Context: an optimization exercise on an open-source flow, tuned for small area, a short achievable clock period and few clock cycles. The choices shown serve that exercise and are no tape-out recipe.
Only simulation tests tie the RTL to the original design; equivalence was not proved.
Power figures rest on the tool's default switching activity, not on a simulated workload.

==> inputs of sierra <==
## postfix_stack_evaluator
module postfix_stack_evaluator
(
   input  logic                     clock,
   input  logic                     reset,
   input  logic                     req_valid,
   output logic                     req_stall,
   input  logic [pse_pkg::FUNC_W-1:0]        req_func,
   input  logic [pse_pkg::OPND_W-1:0]        req_operand,
   input  logic                     req_last,
   output logic                     rsp_valid,
   input  logic                     rsp_stall,
   output logic signed [pse_pkg::DATA_W-1:0] rsp_value,
   output logic                     rsp_divide_by_zero,
   output logic                     rsp_underflow,
   output logic                     rsp_overflow
);
==> module pse_divider, before the edit <==
module pse_divider
(
   input  logic        clock,
   input  logic        reset,
   input  logic        start,      
   input  logic [31:0] a,
   input  logic [31:0] b,
   output logic        busy,       
   output logic        done,       
   output logic        zdone,      
   output logic [31:0] quotient
);
   function automatic logic [5:0] topbit(input logic [31:0] x);
      logic [15:0] v1; logic [15:0] p1;
      logic [7:0]  v2; logic [15:0] p2;
      logic [3:0]  v3; logic [11:0] p3;
      logic [1:0]  v4; logic [7:0]  p4;
      logic        v5; logic [4:0]  p5;
      for (int i = 0; i < 16; i++) begin
         v1[i] = x[2*i+1] | x[2*i];
         p1[i] = x[2*i+1];
      end
      for (int i = 0; i < 8; i++) begin
         v2[i] = v1[2*i+1] | v1[2*i];
         p2[2*i +: 2] = v1[2*i+1] ? {1'b1, p1[2*i+1]} : {1'b0, p1[2*i]};
      end
      for (int i = 0; i < 4; i++) begin
         v3[i] = v2[2*i+1] | v2[2*i];
         p3[3*i +: 3] = v2[2*i+1] ? {1'b1, p2[2*(2*i+1) +: 2]} : {1'b0, p2[2*(2*i) +: 2]};
      end
      for (int i = 0; i < 2; i++) begin
         v4[i] = v3[2*i+1] | v3[2*i];
         p4[4*i +: 4] = v3[2*i+1] ? {1'b1, p3[3*(2*i+1) +: 3]} : {1'b0, p3[3*(2*i) +: 3]};
      end
      v5 = v4[1] | v4[0];
      p5 = v4[1] ? {1'b1, p4[7:4]} : {1'b0, p4[3:0]};
      topbit = {v5, p5};
   endfunction
   logic              busy_ff, prep_ff, iter_ff, fin_ff;
   logic              neg_ff;
   logic [5:0]        ua_ff, lb_ff;
   logic [3:0]        it_ff;
   logic [31:0]       q_ff, rem_ff, b_ff;
   logic [33:0]       b3_ff;
   logic        sa, sb;
   logic [31:0] ap, bp;
   logic [6:0]  d;
   logic        zero_q;
   logic [3:0]  sh2;
   logic [63:0] rot2;
   logic [31:0] rot, low;
   logic [33:0] r;
   logic [34:0] d1, d2, d3;
   logic [1:0]  digit;
   logic [31:0] rem_next;
   assign sa = a[31];
   assign sb = b[31];
   assign ap = a ^ {32{sa}};
   assign bp = b ^ {32{sb}};
   function automatic logic [5:0] bitlen(input logic [31:0] x, input logic s);
      logic [5:0] t;
      logic       m;
      t = topbit(x);
      m = s && (((x >> 1) & ~x) == 32'd0);
      bitlen = (t[5] ? ({1'b0, t[4:0]} + 6'd1) : 6'd0) + {5'd0, m};
   endfunction
   assign d       = {1'b0, ua_ff} - {1'b0, lb_ff};
   assign zero_q  = d[6];
   assign sh2     = (d[5:0] >= 6'd30) ? 4'd0 : ~d[4:1];
   assign rot2    = {q_ff, q_ff} << {sh2, 1'b0};
   assign rot     = rot2[63:32];
   assign low     = ~(32'hffffffff << {sh2, 1'b0});
   assign r  = {rem_ff, q_ff[31:30]};
   assign d1 = {1'b0, r} - {3'b000, b_ff};
   assign d2 = {1'b0, r} - {2'b00, b_ff, 1'b0};
   assign d3 = {1'b0, r} - {1'b0, b3_ff};
   always_comb begin
      if (!d3[34]) begin
         digit = 2'd3; rem_next = d3[31:0];
      end else if (!d2[34]) begin
         digit = 2'd2; rem_next = d2[31:0];
      end else if (!d1[34]) begin
         digit = 2'd1; rem_next = d1[31:0];
      end else begin
         digit = 2'd0; rem_next = r[31:0];
      end
   end
   assign busy     = busy_ff;
   assign done     = fin_ff;
   assign zdone    = prep_ff && zero_q;
   assign quotient = neg_ff ? (~q_ff + 32'd1) : q_ff;
   always_ff @(posedge clock) begin
      if (reset) begin
         busy_ff <= 1'b0;
         prep_ff <= 1'b0;
         iter_ff <= 1'b0;
         fin_ff  <= 1'b0;
      end else begin
         busy_ff <= start || (busy_ff && !done && !zdone);
         prep_ff <= start;
         iter_ff <= (prep_ff && !zero_q) || (iter_ff && (it_ff != 4'd0));
         fin_ff  <= iter_ff && (it_ff == 4'd0);
      end
      if (start) begin
         neg_ff <= sa ^ sb;
         ua_ff  <= bitlen(ap, sa);
         lb_ff  <= bitlen(bp, sb);
         q_ff   <= ap + 32'(sa);
         b_ff   <= bp + 32'(sb);
      end else if (prep_ff) begin
         rem_ff <= rot & low;
         q_ff   <= rot & ~low;
         b3_ff  <= {2'b00, b_ff} + {1'b0, b_ff, 1'b0};
         it_ff  <= ~sh2;
      end else begin
         rem_ff <= rem_next;
         q_ff   <= {q_ff[29:0], digit};
         it_ff  <= it_ff - 4'd1;
      end
   end
endmodule
==> flow/config.mk <==
export PLATFORM = sky130hd
export DESIGN_NAME = postfix_stack_evaluator
export DESIGN_NICKNAME = postfix_stack_evaluator
export VERILOG_FILES = /design/flow/design.v
export SDC_FILE = /design/flow/constraint.sdc
export NUM_CORES = 4
export LEC_CHECK = 0
export ABC_CLOCK_PERIOD_IN_PS = 3000
export CAP_MARGIN = 20
export CORE_MARGIN = 2
export CORE_UTILIZATION = 55
export CTS_CLUSTER_DIAMETER = 100
export CTS_CLUSTER_SIZE = 20
export SETUP_SLACK_MARGIN = 5
export SLEW_MARGIN = 20
export TNS_END_PERCENT = 100
==> flow/constraint.sdc <==
create_clock -name core_clock -period 10.0 [get_ports {clock}]
set_input_delay 2.0000 -clock core_clock [delete_from_list [all_inputs] [get_ports {clock}]]
set_output_delay 2.0000 -clock core_clock [all_outputs]
set_load 0.01 [all_outputs]
standard.sh (not shown) runs the stock make flow with config.mk's settings and CLKGATE_MAP_FILE= SYNTH_SCRIPT=/design/flow/synth_recipe.tcl, a recipe that flattens the netlist after the stock synthesis.
==> flow/flow/run.sh <==
#!/bin/bash
set -euo pipefail
bash standard.sh SETUP_SLACK_MARGIN=6.0 finish > standard.log 2>&1
==> inputs of amber, as changes to sierra <==
--- a/flow/design.v
+++ b/flow/design.v
@@ -56,7 +56,7 @@
    logic              neg_ff;
    logic [5:0]        ua_ff, lb_ff;
    logic [3:0]        it_ff;
-   logic [31:0]       q_ff, rem_ff, b_ff;
+   logic [31:0]       q_ff, rem_ff, b_ff, qm_ff;
    logic [33:0]       b3_ff;
    logic        sa, sb;
    logic [31:0] ap, bp;
@@ -102,9 +102,11 @@
       end
    end
    assign busy     = busy_ff;
+   logic [31:0] qm_next;
+   assign qm_next  = (digit != 2'd0) ? {q_ff[29:0], digit - 2'd1} : {qm_ff[29:0], 2'b11};
    assign done     = fin_ff;
    assign zdone    = prep_ff && zero_q;
-   assign quotient = neg_ff ? (~q_ff + 32'd1) : q_ff;
+   assign quotient = neg_ff ? ~qm_ff : q_ff;
    always_ff @(posedge clock) begin
       if (reset) begin
          busy_ff <= 1'b0;
@@ -133,6 +135,11 @@
          q_ff   <= {q_ff[29:0], digit};
          it_ff  <= it_ff - 4'd1;
       end
+      if (prep_ff) begin
+         qm_ff <= 32'hffffffff;
+      end else if (iter_ff) begin
+         qm_ff <= qm_next;
+      end
    end
 endmodule
 module pse_mul
--- a/flow/config.mk
+++ b/flow/config.mk
@@ -8,9 +8,9 @@
 export ABC_CLOCK_PERIOD_IN_PS = 3000
 export CAP_MARGIN = 20
 export CORE_MARGIN = 2
-export CORE_UTILIZATION = 55
-export CTS_CLUSTER_DIAMETER = 100
-export CTS_CLUSTER_SIZE = 20
+export CORE_UTILIZATION = 50
+export CTS_CLUSTER_DIAMETER = 80
+export CTS_CLUSTER_SIZE = 26
 export SETUP_SLACK_MARGIN = 5
 export SLEW_MARGIN = 20
 export TNS_END_PERCENT = 100
==> comparison table <==
item                                                                 amber          sierra
Outcome                                   no timing/DRC/antenna violations  no timing/DRC/antenna violations
Worst setup path startpoint                                  u_mul.m1_11_0    u_mul.m1_7_2
Maximum fanout along the worst path                                      4               3
Critical Path Sink                                          rsp_val_ff[24]  rsp_val_ff[29]
Flop-to-flop setup slack                                           5480 ps         5630 ps
Core ar.                                                        279000 um2      252000 um2
Cell count of the worst reg-to-reg path                                 18              14
P&R area growth vs syn                                               13.3%           11.7%
Final worst path period need                                       4520 ps         4370 ps
Share of Yosys cell area claimed by the top area cell type           62.2%           62.1%
Destination of the worst hold path                           ring_ff[2412]    ring_ff[346]
Compound-cell area share of the yosys netlist                        12.3%           12.3%
Post CTS Setup Buffer Count                                            119              88
Cell depth of the worst setup path                                      18              14
Testbench counts of sierra, summed over its fixed seeds: cycles 16,170.
Testbench counts of amber, summed over its fixed seeds: cycles 16,170.

==> inputs of branch maple <==
Another version of the RTL of postfix_stack_evaluator (not shown whole).
Settings: LEC_CHECK=0, ABC_CLOCK_PERIOD_IN_PS=3000, CAP_MARGIN=20, CORE_MARGIN=2, CORE_UTILIZATION=55, CTS_CLUSTER_DIAMETER=100, CTS_CLUSTER_SIZE=20, SETUP_SLACK_MARGIN=5, SLEW_MARGIN=20, TNS_END_PERCENT=100; clock period 10.0 ns.
Scripts as last shown in full above: flow/flow/run.sh
==> inputs of branch xenon, as changes to branch maple <==
--- a/flow/design.v
+++ b/flow/design.v
@@ -51,17 +51,17 @@
       v5 = v4[1] | v4[0];
       p5 = v4[1] ? {1'b1, p4[7:4]} : {1'b0, p4[3:0]};
       topbit = {v5, p5};
    endfunction
    logic              busy_ff, prep_ff, iter_ff, fin_ff;
    logic              neg_ff;
    logic [5:0]        ua_ff, lb_ff;
    logic [3:0]        it_ff;
-   logic [31:0]       q_ff, rem_ff, b_ff;
+   logic [31:0]       q_ff, rem_ff, b_ff, qm_ff;
    logic [33:0]       b3_ff;
    logic        sa, sb;
    logic [31:0] ap, bp;
    logic [6:0]  d;
    logic        zero_q;
    logic [3:0]  sh2;
    logic [63:0] rot2;
    logic [31:0] rot, low;
@@ -97,19 +97,21 @@
          digit = 2'd2; rem_next = d2[31:0];
       end else if (!d1[34]) begin
          digit = 2'd1; rem_next = d1[31:0];
       end else begin
          digit = 2'd0; rem_next = r[31:0];
       end
    end
    assign busy     = busy_ff;
+   logic [31:0] qm_next;
+   assign qm_next  = (digit != 2'd0) ? {q_ff[29:0], digit - 2'd1} : {qm_ff[29:0], 2'b11};
    assign done     = fin_ff;
    assign zdone    = prep_ff && zero_q;
-   assign quotient = neg_ff ? (~q_ff + 32'd1) : q_ff;
+   assign quotient = neg_ff ? ~qm_ff : q_ff;
    always_ff @(posedge clock) begin
       if (reset) begin
          busy_ff <= 1'b0;
          prep_ff <= 1'b0;
          iter_ff <= 1'b0;
          fin_ff  <= 1'b0;
       end else begin
          busy_ff <= start || (busy_ff && !done && !zdone);
@@ -128,16 +130,21 @@
          q_ff   <= rot & ~low;
          b3_ff  <= {2'b00, b_ff} + {1'b0, b_ff, 1'b0};
          it_ff  <= ~sh2;
       end else begin
          rem_ff <= rem_next;
          q_ff   <= {q_ff[29:0], digit};
          it_ff  <= it_ff - 4'd1;
       end
+      if (prep_ff) begin
+         qm_ff <= 32'hffffffff;
+      end else if (iter_ff) begin
+         qm_ff <= qm_next;
+      end
    end
 endmodule
 module pse_mul
 (
    input  logic        clock,
    input  logic [31:0] a,
    input  logic [31:0] b,
    output logic [31:0] p
@@ -1614,17 +1621,16 @@
 );
    localparam int K    = pse_pkg::CACHE_N;
    localparam int R    = pse_pkg::RING_N;
    localparam int PW   = pse_pkg::PHASE_W;
    localparam int CW   = pse_pkg::CNT_W;
    localparam int PMAX = 3;                
    localparam int MULS = pse_pkg::MUL_REGS;  
    logic        tr_v, go_ff, stall_ff;
-   logic        push_ff, bin_ff, pop1_ff;
    logic [2:0]  tr_f;
    logic [30:0] tr_o;
    logic        tr_l;
    logic [1:0]  ps_ff, ps_in;             
    logic [CW-1:0] cnt_ff, cnt_in;
    logic          ge1_ff, ge2_ff, ge3_ff;  
    logic          gkm1_ff, gk_ff, gkp1_ff, gkp2_ff, c127_ff;
    logic [31:0]   t_ff [K];
@@ -1651,26 +1657,16 @@
    assign is_mul  = (tr_f == pse_pkg::FUNC_MUL);
    assign is_div  = (tr_f == pse_pkg::FUNC_DIV);
    assign is_bin  = is_add || is_sub || is_mul || is_div;
    assign is_pop2 = tr_f[2] && (tr_f[1:0] != 2'b00);
    assign is_long = is_mul || is_div;
    assign b_op   = t_ff[0];
    assign a_op   = t_ff[1];
    assign b_zero = (b_op == 32'd0);
-   logic [31:0] am, bm;
-   logic        q0_fast;
-   assign am = a_op ^ {32{a_op[31]}};
-   assign bm = b_op ^ {32{b_op[31]}};
-   always_comb begin
-      q0_fast = 1'b0;
-      for (int k = 2; k < 32; k += 2) begin
-         if (((am >> (a_op[31] ? (k - 1) : k)) == 32'd0) && ((bm >> k) != 32'd0)) q0_fast = 1'b1;
-      end
-   end
    assign alu    = is_div ? 32'd0 : (a_op + (b_op ^ {32{is_sub}}) + 32'(is_sub));
    pse_mul u_mul (
       .clock (clock),
       .a     (a_op),
       .b     (b_op),
       .p     (product)
    );
    pse_divider u_divider (
@@ -1682,28 +1678,32 @@
       .busy     (div_busy),
       .done     (div_done),
       .zdone    (div_zdone),
       .quotient (quotient)
    );
    logic full, spill_zone, fill_zone;
    logic retire, do_push, do_spill, do_bin, do_pop1, do_over, do_wb, long_start;
    logic produce, clear, tok_produce;
-   logic [31:0] res_val;
+   logic [31:0] res_val, wb_val;
    logic [2:0]  res_fl;
    logic ev_div0, ev_under, ev_over;
    assign full       = cnt_ff[CW-1];                        
    assign spill_zone = !full && gk_ff;
    assign fill_zone  = gkp1_ff;
    assign mul_done = mul_ff[MULS-1];
+   assign wb_val   = mul_done ? product : quotient;
    assign do_wb    = mul_done || div_done;
    assign long_end = do_wb || div_zdone;
    always_comb begin
       retire      = 1'b0;
+      do_push     = 1'b0;
       do_spill    = 1'b0;
+      do_bin      = 1'b0;
+      do_pop1     = 1'b0;
       do_over     = 1'b0;
       tok_produce = 1'b0;
       clear       = 1'b0;
       div_start   = 1'b0;
       long_start  = 1'b0;
       ev_div0     = 1'b0;
       ev_under    = 1'b0;
       ev_over     = 1'b0;
@@ -1718,51 +1718,54 @@
                ev_over     = full;
                res_val     = full ? t_ff[0] : {1'b0, tr_o};
             end else if (full) begin
                retire  = 1'b1;
                do_over = 1'b1;
                ev_over = 1'b1;
             end else begin
                retire   = 1'b1;
+               do_push  = 1'b1;
                do_spill = spill_zone;
             end
          end else if (is_bin) begin
             retire     = 1'b1;
+            do_bin     = 1'b1;
             ev_under   = !ge2_ff;
             ev_div0    = is_div && b_zero;
-            div_start  = is_div && !b_zero && !q0_fast;
-            long_start = is_mul || div_start;
+            div_start  = is_div && !b_zero;
+            long_start = is_mul || (is_div && !b_zero);
             if (tr_l) begin
                tok_produce = !long_start;
                clear       = 1'b1;
             end
          end else begin
             if (ps_ff == 2'd2) begin
                retire      = 1'b1;
                tok_produce = 1'b1;
                clear       = 1'b1;
                ps_in       = 2'd0;
                ev_under    = !ge1_ff;
                res_val     = t_ff[0];
             end else begin
+               do_pop1  = 1'b1;
                ev_under = !ge1_ff;
                if (ps_ff == 2'd0) begin
                   ps_in = 2'd1;
                end else if (tr_l) begin
                   ps_in = 2'd2;
                end else begin
                   ps_in  = 2'd0;
                   retire = 1'b1;
                end
             end
          end
       end
       if (long_end && pend_res_ff) begin
-         res_val = mul_done ? product : (div_zdone ? 32'd0 : quotient);
+         res_val = div_zdone ? 32'd0 : wb_val;
       end
    end
    assign produce = tok_produce || (long_end && pend_res_ff);
    assign res_fl  = (long_end && pend_res_ff) ? pres_fl_ff
                   : {div0_ff || ev_div0, under_ff || ev_under, over_ff || ev_over};
    always_comb begin
       pend_v_in   = pend_v_ff && !long_end;
       pend_res_in = pend_res_ff && !long_end;
@@ -1802,19 +1805,16 @@
    assign nv        = held_next || accept;
    assign nf        = held_next ? tr_f : req_func;
    assign nl        = held_next ? tr_l : req_last;
    assign nps       = held_next ? ps_in : 2'd0;
    assign rsp_free  = !rsp_v_ff || !rsp_stall;
    assign q_v_in    = rsp_free ? 1'b0 : (q_v_ff || produce);
    assign free_next = !pend_v_in && !pend_res_in;
    logic exec, stay;
-   assign do_push = push_ff;
-   assign do_bin  = bin_ff;
-   assign do_pop1 = pop1_ff;
    assign exec = clear || do_push || do_bin || do_pop1;
    assign stay = !exec;
    always_comb begin
       if (clear) begin
          full_n = 1'b0; spill_zone_n = 1'b0; fill_zone_n = 1'b0;
       end else if (do_push) begin
          full_n = c127_ff; spill_zone_n = gkm1_ff && !c127_ff; fill_zone_n = gk_ff;
       end else if (do_bin || do_pop1) begin
@@ -1844,58 +1844,35 @@
             can_next = free_next && (nl || !fill_zone_n || fill_ok_n);
          end
       end
    end
    always_ff @(posedge clock) begin
       if (reset) begin
          tr_v     <= 1'b0;
          go_ff    <= 1'b0;
-         push_ff  <= 1'b0;
-         bin_ff   <= 1'b0;
-         pop1_ff  <= 1'b0;
          stall_ff <= 1'b0;
          ps_ff    <= 2'd0;
       end else begin
          tr_v     <= nv;
          go_ff    <= nv && can_next;
-         push_ff  <= nv && can_next && (nf == pse_pkg::FUNC_OPERAND) && !nl && !full_n;
-         bin_ff   <= nv && can_next && (nf != pse_pkg::FUNC_OPERAND) &&
-                     (!nf[2] || (nf == pse_pkg::FUNC_DIV));
-         pop1_ff  <= nv && can_next && nf[2] && (nf[1:0] != 2'b00) && (nps != 2'd2);
          stall_ff <= nv && !(can_next && retires_next);
          ps_ff    <= ps_in;
       end
       if (!stall_ff) begin
          tr_f <= req_func;
          tr_o <= req_operand;
          tr_l <= req_last;
       end
    end
    logic [31:0] ring_in;
    logic        t01_zero, t1_low;
    assign ring_in  = do_spill ? t_ff[K-1] : ring_ff[31:0];
    assign t01_zero = reset || clear;
    assign t1_low   = !ge3_ff;                
-   logic [31:0] t_next [K];
-   always_comb begin
-      for (int i = 0; i < 2; i++) begin
-         t_next[i] = 32'd0;
-      end
-      for (int i = 2; i < K; i++) begin
-         logic sw, sd, su, sh;
-         sw = (i <= PMAX) && div_done && pend_v_ff && (pend_pos_in == 2'(i));
-         sd = do_push && !sw;
-         su = (do_bin || do_pop1) && !sw;
-         sh = !(do_push || do_bin || do_pop1 || sw);
-         t_next[i] = ({32{sh}} & t_ff[i]) | ({32{sd}} & t_ff[i-1]) |
-                     ({32{su}} & ((i == K - 1) ? ring_ff[31:0] : t_ff[(i + 1) % K])) |
-                     ({32{sw}} & quotient);
-      end
-   end
    always_ff @(posedge clock) begin
       if (reset) begin
          cnt_ff   <= '0;
          ge1_ff   <= 1'b0;
          ge2_ff   <= 1'b0;
          ge3_ff   <= 1'b0;
          gkm1_ff  <= 1'b0;
          gk_ff    <= 1'b0;
@@ -1919,40 +1896,39 @@
          div0_ff  <= !clear && (div0_ff || ev_div0);
          under_ff <= !clear && (under_ff || ev_under);
          over_ff  <= !clear && (over_ff || ev_over);
          phase_ff <= phase_in;
       end
       ring_ff <= {ring_in, ring_ff[R*32-1:32]};
       if (t01_zero) begin
          t_ff[0] <= 32'd0;
-      end else if (mul_done && pend_v_ff && (pend_pos_in == 2'd0)) begin
-         t_ff[0] <= product;
-      end else if (div_done && pend_v_ff && (pend_pos_in == 2'd0)) begin
-         t_ff[0] <= quotient;
+      end else if (do_wb && pend_v_ff && (pend_pos_in == 2'd0)) begin
+         t_ff[0] <= wb_val;
       end else if (do_push) begin
          t_ff[0] <= {1'b0, tr_o};
       end else if (do_bin) begin
          t_ff[0] <= alu;
       end else if (do_pop1) begin
          t_ff[0] <= t_ff[1];
       end
-      if (t01_zero) begin
-         t_ff[1] <= 32'd0;
-      end else if (mul_done && pend_v_ff && (pend_pos_in == 2'd1)) begin
-         t_ff[1] <= product;
-      end else if (div_done && pend_v_ff && (pend_pos_in == 2'd1)) begin
-         t_ff[1] <= quotient;
-      end else if (do_push) begin
-         t_ff[1] <= t_ff[0];
-      end else if (do_bin || do_pop1) begin
-         t_ff[1] <= t1_low ? 32'd0 : t_ff[2];
-      end
-      for (int i = 2; i < K; i++) begin
-         t_ff[i] <= t_next[i];
+      for (int i = 1; i < K; i++) begin
+         if (i == 1 && t01_zero) begin
+            t_ff[i] <= 32'd0;
+         end else if (i <= PMAX && do_wb && pend_v_ff && (pend_pos_in == 2'(i))) begin
+            t_ff[i] <= wb_val;
+         end else if (do_push) begin
+            t_ff[i] <= t_ff[i-1];
+         end else if (do_bin || do_pop1) begin
+            if (i == 1 && t1_low) begin
+               t_ff[i] <= 32'd0;
+            end else begin
+               t_ff[i] <= (i == K - 1) ? ring_ff[31:0] : t_ff[(i + 1) % K];
+            end
+         end
       end
    end
    always_ff @(posedge clock) begin
       if (reset) begin
          mul_ff      <= '0;
          pend_v_ff   <= 1'b0;
          pend_res_ff <= 1'b0;
       end else begin
==> inputs of branch juniper, as changes to branch maple <==
--- a/flow/design.v
+++ b/flow/design.v
@@ -51,17 +51,17 @@
       v5 = v4[1] | v4[0];
       p5 = v4[1] ? {1'b1, p4[7:4]} : {1'b0, p4[3:0]};
       topbit = {v5, p5};
    endfunction
    logic              busy_ff, prep_ff, iter_ff, fin_ff;
    logic              neg_ff;
    logic [5:0]        ua_ff, lb_ff;
    logic [3:0]        it_ff;
-   logic [31:0]       q_ff, rem_ff, b_ff;
+   logic [31:0]       q_ff, rem_ff, b_ff, qm_ff;
    logic [33:0]       b3_ff;
    logic        sa, sb;
    logic [31:0] ap, bp;
    logic [6:0]  d;
    logic        zero_q;
    logic [3:0]  sh2;
    logic [63:0] rot2;
    logic [31:0] rot, low;
@@ -97,19 +97,21 @@
          digit = 2'd2; rem_next = d2[31:0];
       end else if (!d1[34]) begin
          digit = 2'd1; rem_next = d1[31:0];
       end else begin
          digit = 2'd0; rem_next = r[31:0];
       end
    end
    assign busy     = busy_ff;
+   logic [31:0] qm_next;
+   assign qm_next  = (digit != 2'd0) ? {q_ff[29:0], digit - 2'd1} : {qm_ff[29:0], 2'b11};
    assign done     = fin_ff;
    assign zdone    = prep_ff && zero_q;
-   assign quotient = neg_ff ? (~q_ff + 32'd1) : q_ff;
+   assign quotient = neg_ff ? ~qm_ff : q_ff;
    always_ff @(posedge clock) begin
       if (reset) begin
          busy_ff <= 1'b0;
          prep_ff <= 1'b0;
          iter_ff <= 1'b0;
          fin_ff  <= 1'b0;
       end else begin
          busy_ff <= start || (busy_ff && !done && !zdone);
@@ -128,16 +130,21 @@
          q_ff   <= rot & ~low;
          b3_ff  <= {2'b00, b_ff} + {1'b0, b_ff, 1'b0};
          it_ff  <= ~sh2;
       end else begin
          rem_ff <= rem_next;
          q_ff   <= {q_ff[29:0], digit};
          it_ff  <= it_ff - 4'd1;
       end
+      if (prep_ff) begin
+         qm_ff <= 32'hffffffff;
+      end else if (iter_ff) begin
+         qm_ff <= qm_next;
+      end
    end
 endmodule
 module pse_mul
 (
    input  logic        clock,
    input  logic [31:0] a,
    input  logic [31:0] b,
    output logic [31:0] p
@@ -1614,17 +1621,16 @@
 );
    localparam int K    = pse_pkg::CACHE_N;
    localparam int R    = pse_pkg::RING_N;
    localparam int PW   = pse_pkg::PHASE_W;
    localparam int CW   = pse_pkg::CNT_W;
    localparam int PMAX = 3;                
    localparam int MULS = pse_pkg::MUL_REGS;  
    logic        tr_v, go_ff, stall_ff;
-   logic        push_ff, bin_ff, pop1_ff;
    logic [2:0]  tr_f;
    logic [30:0] tr_o;
    logic        tr_l;
    logic [1:0]  ps_ff, ps_in;             
    logic [CW-1:0] cnt_ff, cnt_in;
    logic          ge1_ff, ge2_ff, ge3_ff;  
    logic          gkm1_ff, gk_ff, gkp1_ff, gkp2_ff, c127_ff;
    logic [31:0]   t_ff [K];
@@ -1651,26 +1657,16 @@
    assign is_mul  = (tr_f == pse_pkg::FUNC_MUL);
    assign is_div  = (tr_f == pse_pkg::FUNC_DIV);
    assign is_bin  = is_add || is_sub || is_mul || is_div;
    assign is_pop2 = tr_f[2] && (tr_f[1:0] != 2'b00);
    assign is_long = is_mul || is_div;
    assign b_op   = t_ff[0];
    assign a_op   = t_ff[1];
    assign b_zero = (b_op == 32'd0);
-   logic [31:0] am, bm;
-   logic        q0_fast;
-   assign am = a_op ^ {32{a_op[31]}};
-   assign bm = b_op ^ {32{b_op[31]}};
-   always_comb begin
-      q0_fast = 1'b0;
-      for (int k = 2; k < 32; k += 2) begin
-         if (((am >> (a_op[31] ? (k - 1) : k)) == 32'd0) && ((bm >> k) != 32'd0)) q0_fast = 1'b1;
-      end
-   end
    assign alu    = is_div ? 32'd0 : (a_op + (b_op ^ {32{is_sub}}) + 32'(is_sub));
    pse_mul u_mul (
       .clock (clock),
       .a     (a_op),
       .b     (b_op),
       .p     (product)
    );
    pse_divider u_divider (
@@ -1682,28 +1678,32 @@
       .busy     (div_busy),
       .done     (div_done),
       .zdone    (div_zdone),
       .quotient (quotient)
    );
    logic full, spill_zone, fill_zone;
    logic retire, do_push, do_spill, do_bin, do_pop1, do_over, do_wb, long_start;
    logic produce, clear, tok_produce;
-   logic [31:0] res_val;
+   logic [31:0] res_val, wb_val;
    logic [2:0]  res_fl;
    logic ev_div0, ev_under, ev_over;
    assign full       = cnt_ff[CW-1];                        
    assign spill_zone = !full && gk_ff;
    assign fill_zone  = gkp1_ff;
    assign mul_done = mul_ff[MULS-1];
+   assign wb_val   = mul_done ? product : quotient;
    assign do_wb    = mul_done || div_done;
    assign long_end = do_wb || div_zdone;
    always_comb begin
       retire      = 1'b0;
+      do_push     = 1'b0;
       do_spill    = 1'b0;
+      do_bin      = 1'b0;
+      do_pop1     = 1'b0;
       do_over     = 1'b0;
       tok_produce = 1'b0;
       clear       = 1'b0;
       div_start   = 1'b0;
       long_start  = 1'b0;
       ev_div0     = 1'b0;
       ev_under    = 1'b0;
       ev_over     = 1'b0;
@@ -1718,51 +1718,54 @@
                ev_over     = full;
                res_val     = full ? t_ff[0] : {1'b0, tr_o};
             end else if (full) begin
                retire  = 1'b1;
                do_over = 1'b1;
                ev_over = 1'b1;
             end else begin
                retire   = 1'b1;
+               do_push  = 1'b1;
                do_spill = spill_zone;
             end
          end else if (is_bin) begin
             retire     = 1'b1;
+            do_bin     = 1'b1;
             ev_under   = !ge2_ff;
             ev_div0    = is_div && b_zero;
-            div_start  = is_div && !b_zero && !q0_fast;
-            long_start = is_mul || div_start;
+            div_start  = is_div && !b_zero;
+            long_start = is_mul || (is_div && !b_zero);
             if (tr_l) begin
                tok_produce = !long_start;
                clear       = 1'b1;
             end
          end else begin
             if (ps_ff == 2'd2) begin
                retire      = 1'b1;
                tok_produce = 1'b1;
                clear       = 1'b1;
                ps_in       = 2'd0;
                ev_under    = !ge1_ff;
                res_val     = t_ff[0];
             end else begin
+               do_pop1  = 1'b1;
                ev_under = !ge1_ff;
                if (ps_ff == 2'd0) begin
                   ps_in = 2'd1;
                end else if (tr_l) begin
                   ps_in = 2'd2;
                end else begin
                   ps_in  = 2'd0;
                   retire = 1'b1;
                end
             end
          end
       end
       if (long_end && pend_res_ff) begin
-         res_val = mul_done ? product : (div_zdone ? 32'd0 : quotient);
+         res_val = div_zdone ? 32'd0 : wb_val;
       end
    end
    assign produce = tok_produce || (long_end && pend_res_ff);
    assign res_fl  = (long_end && pend_res_ff) ? pres_fl_ff
                   : {div0_ff || ev_div0, under_ff || ev_under, over_ff || ev_over};
    always_comb begin
       pend_v_in   = pend_v_ff && !long_end;
       pend_res_in = pend_res_ff && !long_end;
@@ -1802,19 +1805,16 @@
    assign nv        = held_next || accept;
    assign nf        = held_next ? tr_f : req_func;
    assign nl        = held_next ? tr_l : req_last;
    assign nps       = held_next ? ps_in : 2'd0;
    assign rsp_free  = !rsp_v_ff || !rsp_stall;
    assign q_v_in    = rsp_free ? 1'b0 : (q_v_ff || produce);
    assign free_next = !pend_v_in && !pend_res_in;
    logic exec, stay;
-   assign do_push = push_ff;
-   assign do_bin  = bin_ff;
-   assign do_pop1 = pop1_ff;
    assign exec = clear || do_push || do_bin || do_pop1;
    assign stay = !exec;
    always_comb begin
       if (clear) begin
          full_n = 1'b0; spill_zone_n = 1'b0; fill_zone_n = 1'b0;
       end else if (do_push) begin
          full_n = c127_ff; spill_zone_n = gkm1_ff && !c127_ff; fill_zone_n = gk_ff;
       end else if (do_bin || do_pop1) begin
@@ -1844,58 +1844,35 @@
             can_next = free_next && (nl || !fill_zone_n || fill_ok_n);
          end
       end
    end
    always_ff @(posedge clock) begin
       if (reset) begin
          tr_v     <= 1'b0;
          go_ff    <= 1'b0;
-         push_ff  <= 1'b0;
-         bin_ff   <= 1'b0;
-         pop1_ff  <= 1'b0;
          stall_ff <= 1'b0;
          ps_ff    <= 2'd0;
       end else begin
          tr_v     <= nv;
          go_ff    <= nv && can_next;
-         push_ff  <= nv && can_next && (nf == pse_pkg::FUNC_OPERAND) && !nl && !full_n;
-         bin_ff   <= nv && can_next && (nf != pse_pkg::FUNC_OPERAND) &&
-                     (!nf[2] || (nf == pse_pkg::FUNC_DIV));
-         pop1_ff  <= nv && can_next && nf[2] && (nf[1:0] != 2'b00) && (nps != 2'd2);
          stall_ff <= nv && !(can_next && retires_next);
          ps_ff    <= ps_in;
       end
       if (!stall_ff) begin
          tr_f <= req_func;
          tr_o <= req_operand;
          tr_l <= req_last;
       end
    end
    logic [31:0] ring_in;
    logic        t01_zero, t1_low;
    assign ring_in  = do_spill ? t_ff[K-1] : ring_ff[31:0];
    assign t01_zero = reset || clear;
    assign t1_low   = !ge3_ff;                
-   logic [31:0] t_next [K];
-   always_comb begin
-      for (int i = 0; i < 2; i++) begin
-         t_next[i] = 32'd0;
-      end
-      for (int i = 2; i < K; i++) begin
-         logic sw, sd, su, sh;
-         sw = (i <= PMAX) && div_done && pend_v_ff && (pend_pos_in == 2'(i));
-         sd = do_push && !sw;
-         su = (do_bin || do_pop1) && !sw;
-         sh = !(do_push || do_bin || do_pop1 || sw);
-         t_next[i] = ({32{sh}} & t_ff[i]) | ({32{sd}} & t_ff[i-1]) |
-                     ({32{su}} & ((i == K - 1) ? ring_ff[31:0] : t_ff[(i + 1) % K])) |
-                     ({32{sw}} & quotient);
-      end
-   end
    always_ff @(posedge clock) begin
       if (reset) begin
          cnt_ff   <= '0;
          ge1_ff   <= 1'b0;
          ge2_ff   <= 1'b0;
          ge3_ff   <= 1'b0;
          gkm1_ff  <= 1'b0;
          gk_ff    <= 1'b0;
@@ -1919,40 +1896,39 @@
          div0_ff  <= !clear && (div0_ff || ev_div0);
          under_ff <= !clear && (under_ff || ev_under);
          over_ff  <= !clear && (over_ff || ev_over);
          phase_ff <= phase_in;
       end
       ring_ff <= {ring_in, ring_ff[R*32-1:32]};
       if (t01_zero) begin
          t_ff[0] <= 32'd0;
-      end else if (mul_done && pend_v_ff && (pend_pos_in == 2'd0)) begin
-         t_ff[0] <= product;
-      end else if (div_done && pend_v_ff && (pend_pos_in == 2'd0)) begin
-         t_ff[0] <= quotient;
+      end else if (do_wb && pend_v_ff && (pend_pos_in == 2'd0)) begin
+         t_ff[0] <= wb_val;
       end else if (do_push) begin
          t_ff[0] <= {1'b0, tr_o};
       end else if (do_bin) begin
          t_ff[0] <= alu;
       end else if (do_pop1) begin
          t_ff[0] <= t_ff[1];
       end
-      if (t01_zero) begin
-         t_ff[1] <= 32'd0;
-      end else if (mul_done && pend_v_ff && (pend_pos_in == 2'd1)) begin
-         t_ff[1] <= product;
-      end else if (div_done && pend_v_ff && (pend_pos_in == 2'd1)) begin
-         t_ff[1] <= quotient;
-      end else if (do_push) begin
-         t_ff[1] <= t_ff[0];
-      end else if (do_bin || do_pop1) begin
-         t_ff[1] <= t1_low ? 32'd0 : t_ff[2];
-      end
-      for (int i = 2; i < K; i++) begin
-         t_ff[i] <= t_next[i];
+      for (int i = 1; i < K; i++) begin
+         if (i == 1 && t01_zero) begin
+            t_ff[i] <= 32'd0;
+         end else if (i <= PMAX && do_wb && pend_v_ff && (pend_pos_in == 2'(i))) begin
+            t_ff[i] <= wb_val;
+         end else if (do_push) begin
+            t_ff[i] <= t_ff[i-1];
+         end else if (do_bin || do_pop1) begin
+            if (i == 1 && t1_low) begin
+               t_ff[i] <= 32'd0;
+            end else begin
+               t_ff[i] <= (i == K - 1) ? ring_ff[31:0] : t_ff[(i + 1) % K];
+            end
+         end
       end
    end
    always_ff @(posedge clock) begin
       if (reset) begin
          mul_ff      <= '0;
          pend_v_ff   <= 1'b0;
          pend_res_ff <= 1'b0;
       end else begin
==> flow/flow/run.sh (replaced) <==
#!/bin/bash
set -euo pipefail
bash standard.sh SETUP_SLACK_MARGIN=5.8 finish > standard.log 2>&1
==> inputs of branch ember, as changes to branch maple <==
--- a/flow/design.v
+++ b/flow/design.v
@@ -1870,32 +1870,16 @@
          tr_l <= req_last;
       end
    end
    logic [31:0] ring_in;
    logic        t01_zero, t1_low;
    assign ring_in  = do_spill ? t_ff[K-1] : ring_ff[31:0];
    assign t01_zero = reset || clear;
    assign t1_low   = !ge3_ff;                
-   logic [31:0] t_next [K];
-   always_comb begin
-      for (int i = 0; i < 2; i++) begin
-         t_next[i] = 32'd0;
-      end
-      for (int i = 2; i < K; i++) begin
-         logic sw, sd, su, sh;
-         sw = (i <= PMAX) && div_done && pend_v_ff && (pend_pos_in == 2'(i));
-         sd = do_push && !sw;
-         su = (do_bin || do_pop1) && !sw;
-         sh = !(do_push || do_bin || do_pop1 || sw);
-         t_next[i] = ({32{sh}} & t_ff[i]) | ({32{sd}} & t_ff[i-1]) |
-                     ({32{su}} & ((i == K - 1) ? ring_ff[31:0] : t_ff[(i + 1) % K])) |
-                     ({32{sw}} & quotient);
-      end
-   end
    always_ff @(posedge clock) begin
       if (reset) begin
          cnt_ff   <= '0;
          ge1_ff   <= 1'b0;
          ge2_ff   <= 1'b0;
          ge3_ff   <= 1'b0;
          gkm1_ff  <= 1'b0;
          gk_ff    <= 1'b0;
@@ -1942,17 +1926,23 @@
       end else if (div_done && pend_v_ff && (pend_pos_in == 2'd1)) begin
          t_ff[1] <= quotient;
       end else if (do_push) begin
          t_ff[1] <= t_ff[0];
       end else if (do_bin || do_pop1) begin
          t_ff[1] <= t1_low ? 32'd0 : t_ff[2];
       end
       for (int i = 2; i < K; i++) begin
-         t_ff[i] <= t_next[i];
+         if (i <= PMAX && div_done && pend_v_ff && (pend_pos_in == 2'(i))) begin
+            t_ff[i] <= quotient;
+         end else if (do_push) begin
+            t_ff[i] <= t_ff[i-1];
+         end else if (do_bin || do_pop1) begin
+            t_ff[i] <= (i == K - 1) ? ring_ff[31:0] : t_ff[(i + 1) % K];
+         end
       end
    end
    always_ff @(posedge clock) begin
       if (reset) begin
          mul_ff      <= '0;
          pend_v_ff   <= 1'b0;
          pend_res_ff <= 1'b0;
       end else begin
==> comparison table <==
quantity                                                                         branch juniper              branch ember             branch maple              branch xenon
Pwr dens                                                                             274 nW/um2                290 nW/um2               291 nW/um2                276 nW/um2
Post-placement cell area                                                             145000 um2                145000 um2               143000 um2                145000 um2
Reg2reg end                                                            rsp_val_ff[29]$_DFFE_PP_  rsp_val_ff[22]$_DFFE_PP_    u_mul.m1_30_0$_DFF_P_  rsp_val_ff[29]$_DFFE_PP_
Total length of routed wires                                                             379 mm                    389 mm                   389 mm                    389 mm
Depth of the critical timing path with buffers and inverters included                        14                        13                        7                        14
Starting density of the core                                                              0.552                     0.552                    0.554                     0.552
Number of clock buffers in the layout                                                       320                       326                      311                       324
Met1 usage in global routing                                                              0.386                     0.396                    0.410                     0.392
Worst Max-Slew Pin Slew                                                                 1.17 ns                   1.26 ns                  1.35 ns                   1.19 ns
Max Clock Freq                                                                          239 MHz                   237 MHz                  224 MHz                   242 MHz
Share of the synthesized netlist area taken by xor and xnor gates                        0.0256                    0.0256                   0.0267                    0.0256
Maximum clock skew at final layout                                                     0.101 ns                 0.0840 ns                0.0908 ns                 0.0974 ns
Layout cells sized above 1                                                               0.0719                     0.130                    0.116                    0.0899
DP HPWL                                                                                  244 mm                    243 mm                   239 mm                    248 mm
Post-synthesis net count                                                                  12900                     12200                    12500                     12900
Total length of routed met2 wires                                                        159 mm                    157 mm                   156 mm                    164 mm
Area of combinational cells with multiple inputs                                      42900 um2                 45700 um2                46400 um2                 43900 um2
TritonRoute pass-1 iters                                                                      9                        10                        8                         9
Result of the run                                                       complete, no violations   complete, no violations  complete, no violations   complete, no violations
Testbench counts of branch maple, summed over its fixed seeds: cycles 16,170.
Testbench counts of branch xenon, summed over its fixed seeds: cycles 16,343.
Testbench counts of branch juniper, summed over its fixed seeds: cycles 16,343.
Testbench counts of branch ember, summed over its fixed seeds: cycles 16,170.

==> port drivers added, routing unchanged <==
How much do the figures lean on ideal ports? The routed layouts below were timed once more, with nothing changed but the port constraints.
Step 1 assumes that a clkbuf_16 drives the clock port and a buf_2 every other input.
Step 2 times the ports against the registers' clock, not the clock port: input delays grow and output delays shrink by t, the midpoint of the rising clock arrivals with the driver on.
Three values: no drivers, after step 1, after step 2; two values: the first two.
run	t, ns	setup WS [ns]	hold WS [ns]	worst register clock-pin slew, ns	pins driven straight from the clock port
sierra	1.002	5.629 / 5.629 / 5.131	0.249 / 0.249 / 0.249	0.10 / 0.10	1
amber	1.020	5.476 / 5.476 / 5.476	0.262 / 0.262 / 0.262	0.11 / 0.11	1
branch maple	1.034	5.535 / 5.535 / 5.207	0.249 / 0.249 / 0.249	0.09 / 0.09	1
branch xenon	1.020	5.870 / 5.870 / 5.568	0.237 / 0.237 / 0.237	0.10 / 0.10	1
branch juniper	1.002	5.822 / 5.722 / 5.576	0.252 / 0.252 / 0.252	0.10 / 0.10	1
branch ember	1.038	5.774 / 5.774 / 5.318	0.256 / 0.256 / 0.256	0.10 / 0.10	1
After both steps every run listed still meets setup and hold. The setup slack of sierra, which loses most, moves by 0.000 ns with the drivers and by -0.498 ns with both steps.
